Context: an optimization exercise on an open-source flow, tuned for small area, a short achievable clock period and few clock cycles per item. The choices shown serve that exercise and are no tape-out recipe. The RTL was checked by simulation tests, not by an equivalence proof against the original design. Power is estimated from default activity; no workload was simulated.

[design/flow/run.sh]
#!/bin/bash
# synth_recipe.tcl (not shown) runs the flow's synth.tcl, then flattens the netlist and writes it again
# the make line also repeats each setting of config.mk as NAME=value (left out here)
make -C /OpenROAD-flow-scripts/flow DESIGN_CONFIG=/design/flow/config.mk WORK_HOME=/design/flow/orfs CLKGATE_MAP_FILE= SYNTH_SCRIPT=/design/flow/synth_recipe.tcl finish
[design/flow/config.mk]
export PLATFORM = sky130hd
export DESIGN_NAME = fir_high
export DESIGN_NICKNAME = fir_high
export VERILOG_FILES = /design/flow/design.v
export SDC_FILE = /design/flow/constraint.sdc
export NUM_CORES = 4
export LEC_CHECK = 0
export CAP_MARGIN = 20
export CORE_MARGIN = 2
export CORE_UTILIZATION = 40
export SLEW_MARGIN = 20
export SYNTH_HIERARCHICAL = 1
export SYNTH_MINIMUM_KEEP_SIZE = 0
[design/flow/constraint.sdc]
create_clock -name core_clock -period 8.0 [get_ports {clk}]
set_input_delay 1.6000 -clock core_clock [delete_from_list [all_inputs] [get_ports {clk}]]
set_output_delay 1.6000 -clock core_clock [all_outputs]
set_load 0.01 [all_outputs]
[design/flow/design.v]
module fir_high #(
    parameter int NTAPS = 1021
) (
    input  logic               clk,
    input  logic               rst_n,
    input  logic               sequencing,
    input  logic signed [15:0] lft_in,
    input  logic signed [15:0] rght_in,
    input  logic signed [15:0] coef,
    output logic        [9:0]  coef_addr,
    output logic signed [15:0] lft_out,
    output logic signed [15:0] rght_out,
    output logic               valid
);
    localparam logic [9:0]  LAST_ADDR = 10'(NTAPS);
    localparam logic [30:0] BMASK = 31'h5557fffe;
    logic       sq1_r, sq2_r;       
    logic       a1_r, a2_r;         
    logic       f1_r, f2_r;         
    logic       act_r;              
    logic       keep_l_r, keep_r_r;  
    logic [15:0] s1_l_r, s1_r_r, s2_l_r, s2_r_r;
    logic [7:0]  one_r, two_r, neg_r;
    logic [30:0] a_l_r, b_l_r, a_r_r, b_r_r;
    logic [30:0] a_l_n, b_l_n, a_r_n, b_r_n;
    logic [7:0]  one_d, two_d, neg_d;
    logic        done_s;
    always_comb begin
        for (int i = 0; i < 8; i++) begin
            logic hi, mid, lo;
            hi  = coef[2*i+1];
            mid = coef[2*i];
            lo  = (i == 0) ? 1'b0 : coef[2*i-1];
            one_d[i] = a1_r & (mid ^ lo);
            two_d[i] = a1_r & ((hi & ~mid & ~lo) | (~hi & mid & lo));
            neg_d[i] = a1_r & hi & ~(mid & lo);
        end
    end
    assign done_s = ~|((a_l_r & b_l_r & BMASK) | (a_r_r & b_r_r & BMASK)) & 1'b1;
    always_ff @(posedge clk or negedge rst_n) begin
        if (!rst_n) begin
            coef_addr <= 10'd0;
            sq1_r     <= 1'b0;
            sq2_r     <= 1'b0;
            a1_r      <= 1'b0;
            a2_r      <= 1'b0;
            f1_r      <= 1'b0;
            f2_r      <= 1'b0;
            act_r     <= 1'b0;
            keep_l_r  <= 1'b0;
            keep_r_r  <= 1'b0;
            valid     <= 1'b0;
        end else begin
            if (!sequencing)
                coef_addr <= 10'd0;
            else if (coef_addr != LAST_ADDR)
                coef_addr <= coef_addr + 10'd1;
            sq1_r <= sequencing;
            sq2_r <= sq1_r;
            a1_r  <= sequencing && (coef_addr != LAST_ADDR);
            a2_r  <= a1_r;
            f1_r  <= sequencing && !sq1_r;
            f2_r  <= f1_r;
            act_r <= sequencing || (act_r && !valid);
            keep_l_r <= (sequencing || (act_r && !valid)) && !f1_r;
            keep_r_r <= (sequencing || (act_r && !valid)) && !f1_r;
            valid <= act_r && !valid && !sq1_r && !sq2_r && done_s;
        end
    end
    always_ff @(posedge clk) begin
        s1_l_r <= lft_in;
        s1_r_r <= rght_in;
        s2_l_r <= s1_l_r;
        s2_r_r <= s1_r_r;
        one_r  <= one_d;
        two_r  <= two_d;
        neg_r  <= neg_d;
        a_l_r  <= a_l_n;
        b_l_r  <= b_l_n;
        a_r_r  <= a_r_n;
        b_r_r  <= b_r_n;
    end
    fir_high_csa u_csa_l (
        .x(s2_l_r), .one(one_r), .two(two_r), .neg(neg_r), .en(a2_r),
        .keep(keep_l_r), .a(a_l_r), .b(b_l_r & BMASK), .a_n(a_l_n), .b_n(b_l_n)
    );
    fir_high_csa u_csa_r (
        .x(s2_r_r), .one(one_r), .two(two_r), .neg(neg_r), .en(a2_r),
        .keep(keep_r_r), .a(a_r_r), .b(b_r_r & BMASK), .a_n(a_r_n), .b_n(b_r_n)
    );
    assign lft_out  = a_l_r[30:15];
    assign rght_out = a_r_r[30:15];
endmodule
module fir_high_csa (
    input  logic [15:0] x,
    input  logic [7:0]  one,
    input  logic [7:0]  two,
    input  logic [7:0]  neg,
    input  logic        en,
    input  logic        keep,
    input  logic [30:0] a,
    input  logic [30:0] b,
    output logic [30:0] a_n,
    output logic [30:0] b_n
);
    logic [30:0] ae;
    logic [15:0] pp [8];
    logic [7:0]  sgn;
    logic [7:0]  ext;
    assign ae = a & {31{keep}};
    always_comb begin
        for (int i = 0; i < 8; i++) begin
            for (int j = 0; j < 16; j++)
                pp[i][j] = ((one[i] & x[j]) | (two[i] & ((j == 0) ? 1'b0 : x[j-1]))) ^ neg[i];
            sgn[i] = ((one[i] | two[i]) & x[15]) ^ neg[i];
            ext[i] = en & ~sgn[i];
        end
    end
    logic s0, c0;
    fir_high_fa u_fa0 (.a(neg[0]), .b(ae[0]), .c(pp[0][0]), .s(s0), .co(c0));
    logic s1, c1;
    fir_high_fa u_fa1 (.a(ae[1]), .b(b[1]), .c(pp[0][1]), .s(s1), .co(c1));
    logic s2, c2;
    fir_high_fa u_fa2 (.a(ae[2]), .b(b[2]), .c(neg[1]), .s(s2), .co(c2));
    logic s3, c3;
    fir_high_fa u_fa3 (.a(s2), .b(pp[0][2]), .c(pp[1][0]), .s(s3), .co(c3));
    logic s4, c4;
    fir_high_fa u_fa4 (.a(ae[3]), .b(b[3]), .c(c2), .s(s4), .co(c4));
    logic s5, c5;
    fir_high_fa u_fa5 (.a(pp[0][3]), .b(pp[1][1]), .c(s4), .s(s5), .co(c5));
    logic s6, c6;
    fir_high_fa u_fa6 (.a(ae[4]), .b(b[4]), .c(neg[2]), .s(s6), .co(c6));
    logic s7, c7;
    fir_high_fa u_fa7 (.a(s6), .b(pp[0][4]), .c(pp[1][2]), .s(s7), .co(c7));
    logic s8, c8;
    fir_high_fa u_fa8 (.a(pp[2][0]), .b(c4), .c(s7), .s(s8), .co(c8));
    logic s9, c9;
    fir_high_fa u_fa9 (.a(ae[5]), .b(b[5]), .c(c6), .s(s9), .co(c9));
    logic s10, c10;
    fir_high_fa u_fa10 (.a(pp[0][5]), .b(pp[1][3]), .c(pp[2][1]), .s(s10), .co(c10));
    logic s11, c11;
    fir_high_fa u_fa11 (.a(s9), .b(c7), .c(s10), .s(s11), .co(c11));
    logic s12, c12;
    fir_high_fa u_fa12 (.a(ae[6]), .b(b[6]), .c(neg[3]), .s(s12), .co(c12));
    logic s13, c13;
    fir_high_fa u_fa13 (.a(s12), .b(pp[0][6]), .c(pp[1][4]), .s(s13), .co(c13));
    logic s14, c14;
    fir_high_fa u_fa14 (.a(pp[2][2]), .b(pp[3][0]), .c(c9), .s(s14), .co(c14));
    logic s15, c15;
    fir_high_fa u_fa15 (.a(c10), .b(s13), .c(s14), .s(s15), .co(c15));
    logic s16, c16;
    fir_high_fa u_fa16 (.a(ae[7]), .b(b[7]), .c(c12), .s(s16), .co(c16));
    logic s17, c17;
    fir_high_fa u_fa17 (.a(pp[0][7]), .b(pp[1][5]), .c(pp[2][3]), .s(s17), .co(c17));
    logic s18, c18;
    fir_high_fa u_fa18 (.a(pp[3][1]), .b(s16), .c(c13), .s(s18), .co(c18));
    logic s19, c19;
    fir_high_fa u_fa19 (.a(s17), .b(c14), .c(s18), .s(s19), .co(c19));
    logic s20, c20;
    fir_high_fa u_fa20 (.a(ae[8]), .b(b[8]), .c(neg[4]), .s(s20), .co(c20));
    logic s21, c21;
    fir_high_fa u_fa21 (.a(s20), .b(pp[0][8]), .c(pp[1][6]), .s(s21), .co(c21));
    logic s22, c22;
    fir_high_fa u_fa22 (.a(pp[2][4]), .b(pp[3][2]), .c(pp[4][0]), .s(s22), .co(c22));
    logic s23, c23;
    fir_high_fa u_fa23 (.a(c16), .b(c17), .c(s21), .s(s23), .co(c23));
    logic s24, c24;
    fir_high_fa u_fa24 (.a(s22), .b(c18), .c(s23), .s(s24), .co(c24));
    logic s25, c25;
    fir_high_fa u_fa25 (.a(ae[9]), .b(b[9]), .c(c20), .s(s25), .co(c25));
    logic s26, c26;
    fir_high_fa u_fa26 (.a(pp[0][9]), .b(pp[1][7]), .c(pp[2][5]), .s(s26), .co(c26));
    logic s27, c27;
    fir_high_fa u_fa27 (.a(pp[3][3]), .b(pp[4][1]), .c(s25), .s(s27), .co(c27));
    logic s28, c28;
    fir_high_fa u_fa28 (.a(c21), .b(c22), .c(s26), .s(s28), .co(c28));
    logic s29, c29;
    fir_high_fa u_fa29 (.a(s27), .b(c23), .c(s28), .s(s29), .co(c29));
    logic s30, c30;
    fir_high_fa u_fa30 (.a(ae[10]), .b(b[10]), .c(neg[5]), .s(s30), .co(c30));
    logic s31, c31;
    fir_high_fa u_fa31 (.a(s30), .b(pp[0][10]), .c(pp[1][8]), .s(s31), .co(c31));
    logic s32, c32;
    fir_high_fa u_fa32 (.a(pp[2][6]), .b(pp[3][4]), .c(pp[4][2]), .s(s32), .co(c32));
    logic s33, c33;
    fir_high_fa u_fa33 (.a(pp[5][0]), .b(c25), .c(c26), .s(s33), .co(c33));
    logic s34, c34;
    fir_high_fa u_fa34 (.a(s31), .b(s32), .c(c27), .s(s34), .co(c34));
    logic s35, c35;
    fir_high_fa u_fa35 (.a(s33), .b(c28), .c(s34), .s(s35), .co(c35));
    logic s36, c36;
    fir_high_fa u_fa36 (.a(ae[11]), .b(b[11]), .c(c30), .s(s36), .co(c36));
    logic s37, c37;
    fir_high_fa u_fa37 (.a(pp[0][11]), .b(pp[1][9]), .c(pp[2][7]), .s(s37), .co(c37));
    logic s38, c38;
    fir_high_fa u_fa38 (.a(pp[3][5]), .b(pp[4][3]), .c(pp[5][1]), .s(s38), .co(c38));
    logic s39, c39;
    fir_high_fa u_fa39 (.a(s36), .b(c31), .c(c32), .s(s39), .co(c39));
    logic s40, c40;
    fir_high_fa u_fa40 (.a(s37), .b(s38), .c(c33), .s(s40), .co(c40));
    logic s41, c41;
    fir_high_fa u_fa41 (.a(s39), .b(c34), .c(s40), .s(s41), .co(c41));
    logic s42, c42;
    fir_high_fa u_fa42 (.a(ae[12]), .b(b[12]), .c(neg[6]), .s(s42), .co(c42));
    logic s43, c43;
    fir_high_fa u_fa43 (.a(s42), .b(pp[0][12]), .c(pp[1][10]), .s(s43), .co(c43));
    logic s44, c44;
    fir_high_fa u_fa44 (.a(pp[2][8]), .b(pp[3][6]), .c(pp[4][4]), .s(s44), .co(c44));
    logic s45, c45;
    fir_high_fa u_fa45 (.a(pp[5][2]), .b(pp[6][0]), .c(c36), .s(s45), .co(c45));
    logic s46, c46;
    fir_high_fa u_fa46 (.a(c37), .b(c38), .c(s43), .s(s46), .co(c46));
    logic s47, c47;
    fir_high_fa u_fa47 (.a(s44), .b(s45), .c(c39), .s(s47), .co(c47));
    logic s48, c48;
    fir_high_fa u_fa48 (.a(s46), .b(c40), .c(s47), .s(s48), .co(c48));
    logic s49, c49;
    fir_high_fa u_fa49 (.a(ae[13]), .b(b[13]), .c(c42), .s(s49), .co(c49));
    logic s50, c50;
    fir_high_fa u_fa50 (.a(pp[0][13]), .b(pp[1][11]), .c(pp[2][9]), .s(s50), .co(c50));
    logic s51, c51;
    fir_high_fa u_fa51 (.a(pp[3][7]), .b(pp[4][5]), .c(pp[5][3]), .s(s51), .co(c51));
    logic s52, c52;
    fir_high_fa u_fa52 (.a(pp[6][1]), .b(s49), .c(c43), .s(s52), .co(c52));
    logic s53, c53;
    fir_high_fa u_fa53 (.a(c44), .b(s50), .c(s51), .s(s53), .co(c53));
    logic s54, c54;
    fir_high_fa u_fa54 (.a(c45), .b(s52), .c(c46), .s(s54), .co(c54));
    logic s55, c55;
    fir_high_fa u_fa55 (.a(s53), .b(c47), .c(s54), .s(s55), .co(c55));
    logic s56, c56;
    fir_high_fa u_fa56 (.a(ae[14]), .b(b[14]), .c(neg[7]), .s(s56), .co(c56));
    logic s57, c57;
    fir_high_fa u_fa57 (.a(s56), .b(pp[0][14]), .c(pp[1][12]), .s(s57), .co(c57));
    logic s58, c58;
    fir_high_fa u_fa58 (.a(pp[2][10]), .b(pp[3][8]), .c(pp[4][6]), .s(s58), .co(c58));
    logic s59, c59;
    fir_high_fa u_fa59 (.a(pp[5][4]), .b(pp[6][2]), .c(pp[7][0]), .s(s59), .co(c59));
    logic s60, c60;
    fir_high_fa u_fa60 (.a(c49), .b(c50), .c(c51), .s(s60), .co(c60));
    logic s61, c61;
    fir_high_fa u_fa61 (.a(s57), .b(s58), .c(s59), .s(s61), .co(c61));
    logic s62, c62;
    fir_high_fa u_fa62 (.a(c52), .b(s60), .c(c53), .s(s62), .co(c62));
    logic s63, c63;
    fir_high_fa u_fa63 (.a(s61), .b(c54), .c(s62), .s(s63), .co(c63));
    logic s64, c64;
    fir_high_fa u_fa64 (.a(ae[15]), .b(b[15]), .c(c56), .s(s64), .co(c64));
    logic s65, c65;
    fir_high_fa u_fa65 (.a(pp[0][15]), .b(pp[1][13]), .c(pp[2][11]), .s(s65), .co(c65));
    logic s66, c66;
    fir_high_fa u_fa66 (.a(pp[3][9]), .b(pp[4][7]), .c(pp[5][5]), .s(s66), .co(c66));
    logic s67, c67;
    fir_high_fa u_fa67 (.a(pp[6][3]), .b(pp[7][1]), .c(s64), .s(s67), .co(c67));
    logic s68, c68;
    fir_high_fa u_fa68 (.a(c57), .b(c58), .c(c59), .s(s68), .co(c68));
    logic s69, c69;
    fir_high_fa u_fa69 (.a(s65), .b(s66), .c(s67), .s(s69), .co(c69));
    logic s70, c70;
    fir_high_fa u_fa70 (.a(c60), .b(s68), .c(c61), .s(s70), .co(c70));
    logic s71, c71;
    fir_high_fa u_fa71 (.a(s69), .b(c62), .c(s70), .s(s71), .co(c71));
    logic s72, c72;
    fir_high_fa u_fa72 (.a(ae[16]), .b(b[16]), .c(sgn[0]), .s(s72), .co(c72));
    logic s73, c73;
    fir_high_fa u_fa73 (.a(pp[1][14]), .b(pp[2][12]), .c(pp[3][10]), .s(s73), .co(c73));
    logic s74, c74;
    fir_high_fa u_fa74 (.a(pp[4][8]), .b(pp[5][6]), .c(pp[6][4]), .s(s74), .co(c74));
    logic s75, c75;
    fir_high_fa u_fa75 (.a(pp[7][2]), .b(c64), .c(c65), .s(s75), .co(c75));
    logic s76, c76;
    fir_high_fa u_fa76 (.a(c66), .b(s72), .c(s73), .s(s76), .co(c76));
    logic s77, c77;
    fir_high_fa u_fa77 (.a(s74), .b(c67), .c(c68), .s(s77), .co(c77));
    logic s78, c78;
    fir_high_fa u_fa78 (.a(s75), .b(s76), .c(c69), .s(s78), .co(c78));
    logic s79, c79;
    fir_high_fa u_fa79 (.a(c70), .b(s77), .c(s78), .s(s79), .co(c79));
    logic s80, c80;
    fir_high_fa u_fa80 (.a(ae[17]), .b(b[17]), .c(sgn[0]), .s(s80), .co(c80));
    logic s81, c81;
    fir_high_fa u_fa81 (.a(pp[1][15]), .b(pp[2][13]), .c(pp[3][11]), .s(s81), .co(c81));
    logic s82, c82;
    fir_high_fa u_fa82 (.a(pp[4][9]), .b(pp[5][7]), .c(pp[6][5]), .s(s82), .co(c82));
    logic s83, c83;
    fir_high_fa u_fa83 (.a(pp[7][3]), .b(c72), .c(c73), .s(s83), .co(c83));
    logic s84, c84;
    fir_high_fa u_fa84 (.a(c74), .b(s80), .c(s81), .s(s84), .co(c84));
    logic s85, c85;
    fir_high_fa u_fa85 (.a(s82), .b(c75), .c(s83), .s(s85), .co(c85));
    logic s86, c86;
    fir_high_fa u_fa86 (.a(c76), .b(s84), .c(c77), .s(s86), .co(c86));
    logic s87, c87;
    fir_high_fa u_fa87 (.a(s85), .b(c78), .c(s86), .s(s87), .co(c87));
    logic s88, c88;
    fir_high_fa u_fa88 (.a(ae[18]), .b(b[18]), .c(ext[0]), .s(s88), .co(c88));
    logic s89, c89;
    fir_high_fa u_fa89 (.a(ext[1]), .b(pp[2][14]), .c(pp[3][12]), .s(s89), .co(c89));
    logic s90, c90;
    fir_high_fa u_fa90 (.a(pp[4][10]), .b(pp[5][8]), .c(pp[6][6]), .s(s90), .co(c90));
    logic s91, c91;
    fir_high_fa u_fa91 (.a(pp[7][4]), .b(c80), .c(c81), .s(s91), .co(c91));
    logic s92, c92;
    fir_high_fa u_fa92 (.a(c82), .b(s88), .c(s89), .s(s92), .co(c92));
    logic s93, c93;
    fir_high_fa u_fa93 (.a(s90), .b(c83), .c(s91), .s(s93), .co(c93));
    logic s94, c94;
    fir_high_fa u_fa94 (.a(c84), .b(s92), .c(c85), .s(s94), .co(c94));
    logic s95, c95;
    fir_high_fa u_fa95 (.a(s93), .b(c86), .c(s94), .s(s95), .co(c95));
    logic s96, c96;
    fir_high_ha u_ha96 (.a(ae[19]), .b(en), .s(s96), .co(c96));
    logic s97, c97;
    fir_high_fa u_fa97 (.a(pp[2][15]), .b(pp[3][13]), .c(pp[4][11]), .s(s97), .co(c97));
    logic s98, c98;
    fir_high_fa u_fa98 (.a(pp[5][9]), .b(pp[6][7]), .c(pp[7][5]), .s(s98), .co(c98));
    logic s99, c99;
    fir_high_fa u_fa99 (.a(s96), .b(c88), .c(c89), .s(s99), .co(c99));
    logic s100, c100;
    fir_high_fa u_fa100 (.a(c90), .b(s97), .c(s98), .s(s100), .co(c100));
    logic s101, c101;
    fir_high_fa u_fa101 (.a(c91), .b(s99), .c(c92), .s(s101), .co(c101));
    logic s102, c102;
    fir_high_fa u_fa102 (.a(s100), .b(c93), .c(s101), .s(s102), .co(c102));
    logic s103, c103;
    fir_high_fa u_fa103 (.a(c94), .b(s102), .c(c95), .s(s103), .co(c103));
    logic s104, c104;
    fir_high_fa u_fa104 (.a(ae[20]), .b(b[20]), .c(c96), .s(s104), .co(c104));
    logic s105, c105;
    fir_high_fa u_fa105 (.a(ext[2]), .b(pp[3][14]), .c(pp[4][12]), .s(s105), .co(c105));
    logic s106, c106;
    fir_high_fa u_fa106 (.a(pp[5][10]), .b(pp[6][8]), .c(pp[7][6]), .s(s106), .co(c106));
    logic s107, c107;
    fir_high_fa u_fa107 (.a(c97), .b(c98), .c(s104), .s(s107), .co(c107));
    logic s108, c108;
    fir_high_fa u_fa108 (.a(s105), .b(s106), .c(c99), .s(s108), .co(c108));
    logic s109, c109;
    fir_high_fa u_fa109 (.a(c100), .b(s107), .c(c101), .s(s109), .co(c109));
    logic s110, c110;
    fir_high_fa u_fa110 (.a(s108), .b(c102), .c(s109), .s(s110), .co(c110));
    logic s111, c111;
    fir_high_ha u_ha111 (.a(ae[21]), .b(en), .s(s111), .co(c111));
    logic s112, c112;
    fir_high_fa u_fa112 (.a(pp[3][15]), .b(pp[4][13]), .c(pp[5][11]), .s(s112), .co(c112));
    logic s113, c113;
    fir_high_fa u_fa113 (.a(pp[6][9]), .b(pp[7][7]), .c(s111), .s(s113), .co(c113));
    logic s114, c114;
    fir_high_fa u_fa114 (.a(c104), .b(c105), .c(c106), .s(s114), .co(c114));
    logic s115, c115;
    fir_high_fa u_fa115 (.a(s112), .b(s113), .c(c107), .s(s115), .co(c115));
    logic s116, c116;
    fir_high_fa u_fa116 (.a(s114), .b(c108), .c(s115), .s(s116), .co(c116));
    logic s117, c117;
    fir_high_fa u_fa117 (.a(c109), .b(s116), .c(c110), .s(s117), .co(c117));
    logic s118, c118;
    fir_high_fa u_fa118 (.a(ae[22]), .b(b[22]), .c(c111), .s(s118), .co(c118));
    logic s119, c119;
    fir_high_fa u_fa119 (.a(ext[3]), .b(pp[4][14]), .c(pp[5][12]), .s(s119), .co(c119));
    logic s120, c120;
    fir_high_fa u_fa120 (.a(pp[6][10]), .b(pp[7][8]), .c(c112), .s(s120), .co(c120));
    logic s121, c121;
    fir_high_fa u_fa121 (.a(c113), .b(s118), .c(s119), .s(s121), .co(c121));
    logic s122, c122;
    fir_high_fa u_fa122 (.a(c114), .b(s120), .c(s121), .s(s122), .co(c122));
    logic s123, c123;
    fir_high_fa u_fa123 (.a(c115), .b(s122), .c(c116), .s(s123), .co(c123));
    logic s124, c124;
    fir_high_ha u_ha124 (.a(ae[23]), .b(en), .s(s124), .co(c124));
    logic s125, c125;
    fir_high_fa u_fa125 (.a(pp[4][15]), .b(pp[5][13]), .c(pp[6][11]), .s(s125), .co(c125));
    logic s126, c126;
    fir_high_fa u_fa126 (.a(pp[7][9]), .b(s124), .c(c118), .s(s126), .co(c126));
    logic s127, c127;
    fir_high_fa u_fa127 (.a(c119), .b(s125), .c(c120), .s(s127), .co(c127));
    logic s128, c128;
    fir_high_fa u_fa128 (.a(s126), .b(c121), .c(s127), .s(s128), .co(c128));
    logic s129, c129;
    fir_high_fa u_fa129 (.a(c122), .b(s128), .c(c123), .s(s129), .co(c129));
    logic s130, c130;
    fir_high_fa u_fa130 (.a(ae[24]), .b(b[24]), .c(c124), .s(s130), .co(c130));
    logic s131, c131;
    fir_high_fa u_fa131 (.a(ext[4]), .b(pp[5][14]), .c(pp[6][12]), .s(s131), .co(c131));
    logic s132, c132;
    fir_high_fa u_fa132 (.a(pp[7][10]), .b(c125), .c(s130), .s(s132), .co(c132));
    logic s133, c133;
    fir_high_fa u_fa133 (.a(s131), .b(c126), .c(s132), .s(s133), .co(c133));
    logic s134, c134;
    fir_high_fa u_fa134 (.a(c127), .b(s133), .c(c128), .s(s134), .co(c134));
    logic s135, c135;
    fir_high_ha u_ha135 (.a(ae[25]), .b(en), .s(s135), .co(c135));
    logic s136, c136;
    fir_high_fa u_fa136 (.a(pp[5][15]), .b(pp[6][13]), .c(pp[7][11]), .s(s136), .co(c136));
    logic s137, c137;
    fir_high_fa u_fa137 (.a(s135), .b(c130), .c(c131), .s(s137), .co(c137));
    logic s138, c138;
    fir_high_fa u_fa138 (.a(s136), .b(c132), .c(s137), .s(s138), .co(c138));
    logic s139, c139;
    fir_high_fa u_fa139 (.a(c133), .b(s138), .c(c134), .s(s139), .co(c139));
    logic s140, c140;
    fir_high_fa u_fa140 (.a(ae[26]), .b(b[26]), .c(c135), .s(s140), .co(c140));
    logic s141, c141;
    fir_high_fa u_fa141 (.a(ext[5]), .b(pp[6][14]), .c(pp[7][12]), .s(s141), .co(c141));
    logic s142, c142;
    fir_high_fa u_fa142 (.a(c136), .b(s140), .c(s141), .s(s142), .co(c142));
    logic s143, c143;
    fir_high_fa u_fa143 (.a(c137), .b(s142), .c(c138), .s(s143), .co(c143));
    logic s144, c144;
    fir_high_ha u_ha144 (.a(ae[27]), .b(en), .s(s144), .co(c144));
    logic s145, c145;
    fir_high_fa u_fa145 (.a(pp[6][15]), .b(pp[7][13]), .c(s144), .s(s145), .co(c145));
    logic s146, c146;
    fir_high_fa u_fa146 (.a(c140), .b(c141), .c(s145), .s(s146), .co(c146));
    logic s147, c147;
    fir_high_fa u_fa147 (.a(c142), .b(s146), .c(c143), .s(s147), .co(c147));
    logic s148, c148;
    fir_high_fa u_fa148 (.a(ae[28]), .b(b[28]), .c(c144), .s(s148), .co(c148));
    logic s149, c149;
    fir_high_fa u_fa149 (.a(ext[6]), .b(pp[7][14]), .c(c145), .s(s149), .co(c149));
    logic s150, c150;
    fir_high_fa u_fa150 (.a(s148), .b(c146), .c(s149), .s(s150), .co(c150));
    logic s151, c151;
    fir_high_ha u_ha151 (.a(ae[29]), .b(en), .s(s151), .co(c151));
    logic s152, c152;
    fir_high_fa u_fa152 (.a(pp[7][15]), .b(s151), .c(c148), .s(s152), .co(c152));
    logic s153, c153;
    fir_high_fa u_fa153 (.a(c149), .b(s152), .c(c150), .s(s153), .co(c153));
    logic s154;
    fir_high_fa u_fa154 (.a(ae[30]), .b(b[30]), .c(c151), .s(s154));
    logic s155;
    fir_high_fa u_fa155 (.a(ext[7]), .b(s154), .c(c152), .s(s155));
    assign a_n[0] = s0;
    assign b_n[0] = 1'b0;
    assign a_n[1] = s1;
    assign b_n[1] = c0;
    assign a_n[2] = s3;
    assign b_n[2] = c1;
    assign a_n[3] = s5;
    assign b_n[3] = c3;
    assign a_n[4] = s8;
    assign b_n[4] = c5;
    assign a_n[5] = s11;
    assign b_n[5] = c8;
    assign a_n[6] = s15;
    assign b_n[6] = c11;
    assign a_n[7] = s19;
    assign b_n[7] = c15;
    assign a_n[8] = s24;
    assign b_n[8] = c19;
    assign a_n[9] = s29;
    assign b_n[9] = c24;
    assign a_n[10] = s35;
    assign b_n[10] = c29;
    assign a_n[11] = s41;
    assign b_n[11] = c35;
    assign a_n[12] = s48;
    assign b_n[12] = c41;
    assign a_n[13] = s55;
    assign b_n[13] = c48;
    assign a_n[14] = s63;
    assign b_n[14] = c55;
    assign a_n[15] = s71;
    assign b_n[15] = c63;
    assign a_n[16] = s79;
    assign b_n[16] = c71;
    assign a_n[17] = s87;
    assign b_n[17] = c79;
    assign a_n[18] = s95;
    assign b_n[18] = c87;
    assign a_n[19] = s103;
    assign b_n[19] = 1'b0;
    assign a_n[20] = s110;
    assign b_n[20] = c103;
    assign a_n[21] = s117;
    assign b_n[21] = 1'b0;
    assign a_n[22] = s123;
    assign b_n[22] = c117;
    assign a_n[23] = s129;
    assign b_n[23] = 1'b0;
    assign a_n[24] = s134;
    assign b_n[24] = c129;
    assign a_n[25] = s139;
    assign b_n[25] = 1'b0;
    assign a_n[26] = s143;
    assign b_n[26] = c139;
    assign a_n[27] = s147;
    assign b_n[27] = 1'b0;
    assign a_n[28] = s150;
    assign b_n[28] = c147;
    assign a_n[29] = s153;
    assign b_n[29] = 1'b0;
    assign a_n[30] = s155;
    assign b_n[30] = c153;
endmodule
module fir_high_fa (input logic a, b, c, output logic s, co);
    assign s  = a ^ b ^ c;
    assign co = (a & b) | (a & c) | (b & c);
endmodule
module fir_high_ha (input logic a, b, output logic s, co);
    assign s  = a ^ b;
    assign co = a & b;
endmodule
==> results_dict.tcl <==
set metrics [dict create \
    grt_max_degree 41 \
    clock_sinks 216 \
    p_total_mw 7.59 \
    via_per_inst 5.55 \
    dp_hpwl_mm 34.7 \
    die_w_um 221 \
    ir_drop_v 0.000193 \
    cp_slowest_cell "dfrtp_1" \
    busiest_layer "met2" \
    leakagePower_nw 7.26 \
    cts_tree "built" \
    synth_area_mm2 0.0188 \
    wl_mm 50.4 \
    cap_viol_max_count 0 \
    end_kind "flip-flop" \
    cts_hold_buf 0 \
    cts_resized 0 \
    clockRootBuffer "clkbuf_16" \
    post_cts_buffers 0 \
    num_antenna_cells 0 \
    pin_count 94 \
    initial_core_util 0.404 \
    die_height_um 221 \
    clock_skew_ns 0.0135 \
    worstSkewPairLatency_ns 0.56 \
    use_met2 0.337 \
    clk_path_buf_depth 3 \
    finalSetupViolations 0 \
    grt_pass1_vias 12607 \
    grt_remaining_overflow 0 \
    dieArea_mm2 0.0487 \
    critPathLaunchType "flip-flop" \
    met1_usage 0.300 \
    dr.pass1.iters 5 \
    synthesis.nets 1980 \
    drc 0 \
    tightest_slew_ns 0.987 \
    worstReg2RegStart "a2_r$_DFF_PN0_" \
    cp_common_cell "fa_1" \
    r2r_setup_slack_ns 3.69 \
    grt_pass1_wl_mm 78.2 \
    max_freq_ghz 0.232 \
    holdCritStartpoint "s1_r_r[6]$_DFF_P_" \
    vias 11609 \
    utilization 0.418 \
    period_needed_ns 4.31 \
    track_usage 0.214 \
    port_buffers 93 \
    gp_congestion 0.834 \
    rsz0062_at_grt "false" \
    htreeDepth 1 \
    fin_nets 1835 \
    powerDensity_mw_per_mm2 391 \
    core-area_mm2 0.0465 \
    cp-startpoint "a2_r$_DFF_PN0_" \
    fin_setup_tns_ns 0 \
    drt_iter0_drc 1030 \
    crit_arrival_ns 4.75 \
    postRouteAntennaNets 0 \
    row_count 79 \
    crit_type "reg -> reg" \
    drive_gt1_frac 0.0762 \
    status "complete, no violations" \
    drv_slew 0 \
    fin_crit_sh 0.539 \
    synth.avg_cell_area_um2 11.7 \
    synth_warnings 10 \
    hold_class "reg -> reg" \
    gr-usage-met3 0.0441 \
    antenna_found_initial 1 \
    cts_buffers 27 \
    postSynthCellCount 1608 \
    worstPathMaxFanout 23 \
    clk_pin_slew_worst_paths_ns 0.06 \
    hold_viol_final 0 \
    slew_headroom 0.341 \
    wl_per_cell_um 24.1 \
    cp.required_ns 8.43 \
    worstPathCellList "buf_4 -> or2b_1 -> mux2i_1 -> fa_1 -> fa_1 -> fa_1 -> fa_1 -> fa_1 -> fa_1" \
    slowest_delay_ns 0.82 \
    syn2layout_area_growth_pct 3.30 \
]
[cell type report]
type | count | area (um^2)
timing repair buffer | 121 | 1140
inverter | 3 | 11.3
clock buffer | 29 | 693
tap | 607 | 759
clock inverter | 20 | 270
fill | 4377 | 27000
sequential | 216 | 4430
multi-input combinational | 1094 | 12100
[power by group]
group | leakage (nW) | total [mW] | switching (mW) | internal [mW]
Sequential | 1.90 | 1.96 | 0.426 | 1.54
Combinational | 4.90 | 4.29 | 2.17 | 2.11
Clock | 0.462 | 1.34 | 0.521 | 0.820
Total | 7.26 | 7.59 | 3.12 | 4.47
[metrics by stage]
step | hold slack [ns] | instance area [um^2] | std cells | worst slack, ns
final | 0.325 | 19400 | 2090 | 3.69
after global routing | 0.332 | 19400 | 2090 | 3.49
after CTS | 0.324 | 19400 | 2090 | 3.68
after detailed placement | 0.312 | 18400 | 2041 | 3.70
after global placement | 0.314 | 18400 | 2041 | 3.73
after floorplan | 0.310 | 18800 | 1608 | 3.95
[layout by cell type (no fill, tap or decap), types with 16 or more instances in the layout]
cell / instances
a22oi_1: 227
a22oi_2: 18
and2_1: 79
buf_4: 28
clkbuf_16: 27
clkdlybuf4s50_1: 93
dfrtp_1: 17
dfxtp_1: 190
fa_1: 300
ha_1: 21
mux2i_1: 17
nand2_1: 58
nor2_1: 22
o21ai_1: 16
xnor2_1: 259
[state kept, by name, indices dropped and copies added, names as in the netlist, 8 cells and up]
| name | cells |
|---|---|
| s2_l_r | 16 |
| two_r | 8 |
| s2_r_r | 16 |
| a_l_r | 31 |
| s1_l_r | 16 |
| b_l_r | 24 |
| s1_r_r | 16 |
| one_r | 8 |
| neg_r | 8 |
| b_r_r | 24 |
| coef_addr | 10 |
| a_r_r | 31 |
[metal layers]
layer	vias up	routed length (um)
met2	564	23200
li1	4913	-
met1	6066	21800
met4	0	1130
met3	66	4270
met5	-	0
[worst max-delay path: cells and delay by family (launching register included)]
| family | cells | cell delay (ns) |
|---|---|---|
| and+or+nand+nor | 1 | 0.25 |
| muxes | 1 | 0.19 |
| adders and majority gates | 6 | 2.55 |
| buffers and inverters | 1 | 0.37 |
| DFF | 1 | 0.82 |
[path summary, 6_finish.rpt]
check / depth (start not counted) / end
setup / recovery: 9 / a_l_r[21]$_DFF_P_
hold / removal: 0 / s2_r_r[6]$_DFF_P_
setup reg to reg: 9 / a_l_r[21]$_DFF_P_
hold reg to reg: 0 / s2_r_r[6]$_DFF_P_
max in group asynchronous: 1 / keep_l_r$_DFF_PN0_
min in group asynchronous: 1 / a1_r$_DFF_PN0_
Testbench counts, summed over its fixed seeds: cycles 49,294, runs 48.

-- port drivers added, routing unchanged --
In the flow no input, the clock included, has a driving cell. The finished layout below was timed again as built, in two steps. Step 1, drivers: a clkbuf_16 drives clk and a buf_2 each remaining input, both assumed. Step 2 adds t to the input delays and takes it off the output delays; t is the mean of the earliest and latest rising clock arrival at the registers after step 1. Input paths then give back, and output paths get back, about the clock's delay inside the block. Three values: no drivers, after step 1, after step 2; two values: the first two.
t, ns: 0.609
setup WS [ns]: 3.687 / 3.687 / 3.687
clock arrival spread, ns: 0.014 / 0.013
worst data-port slew with drivers (ns): 0.05
After both steps this run still meets setup and hold. For this run, drivers alone change the setup slack by 0.000 ns; drivers and shift together by 0.000 ns.
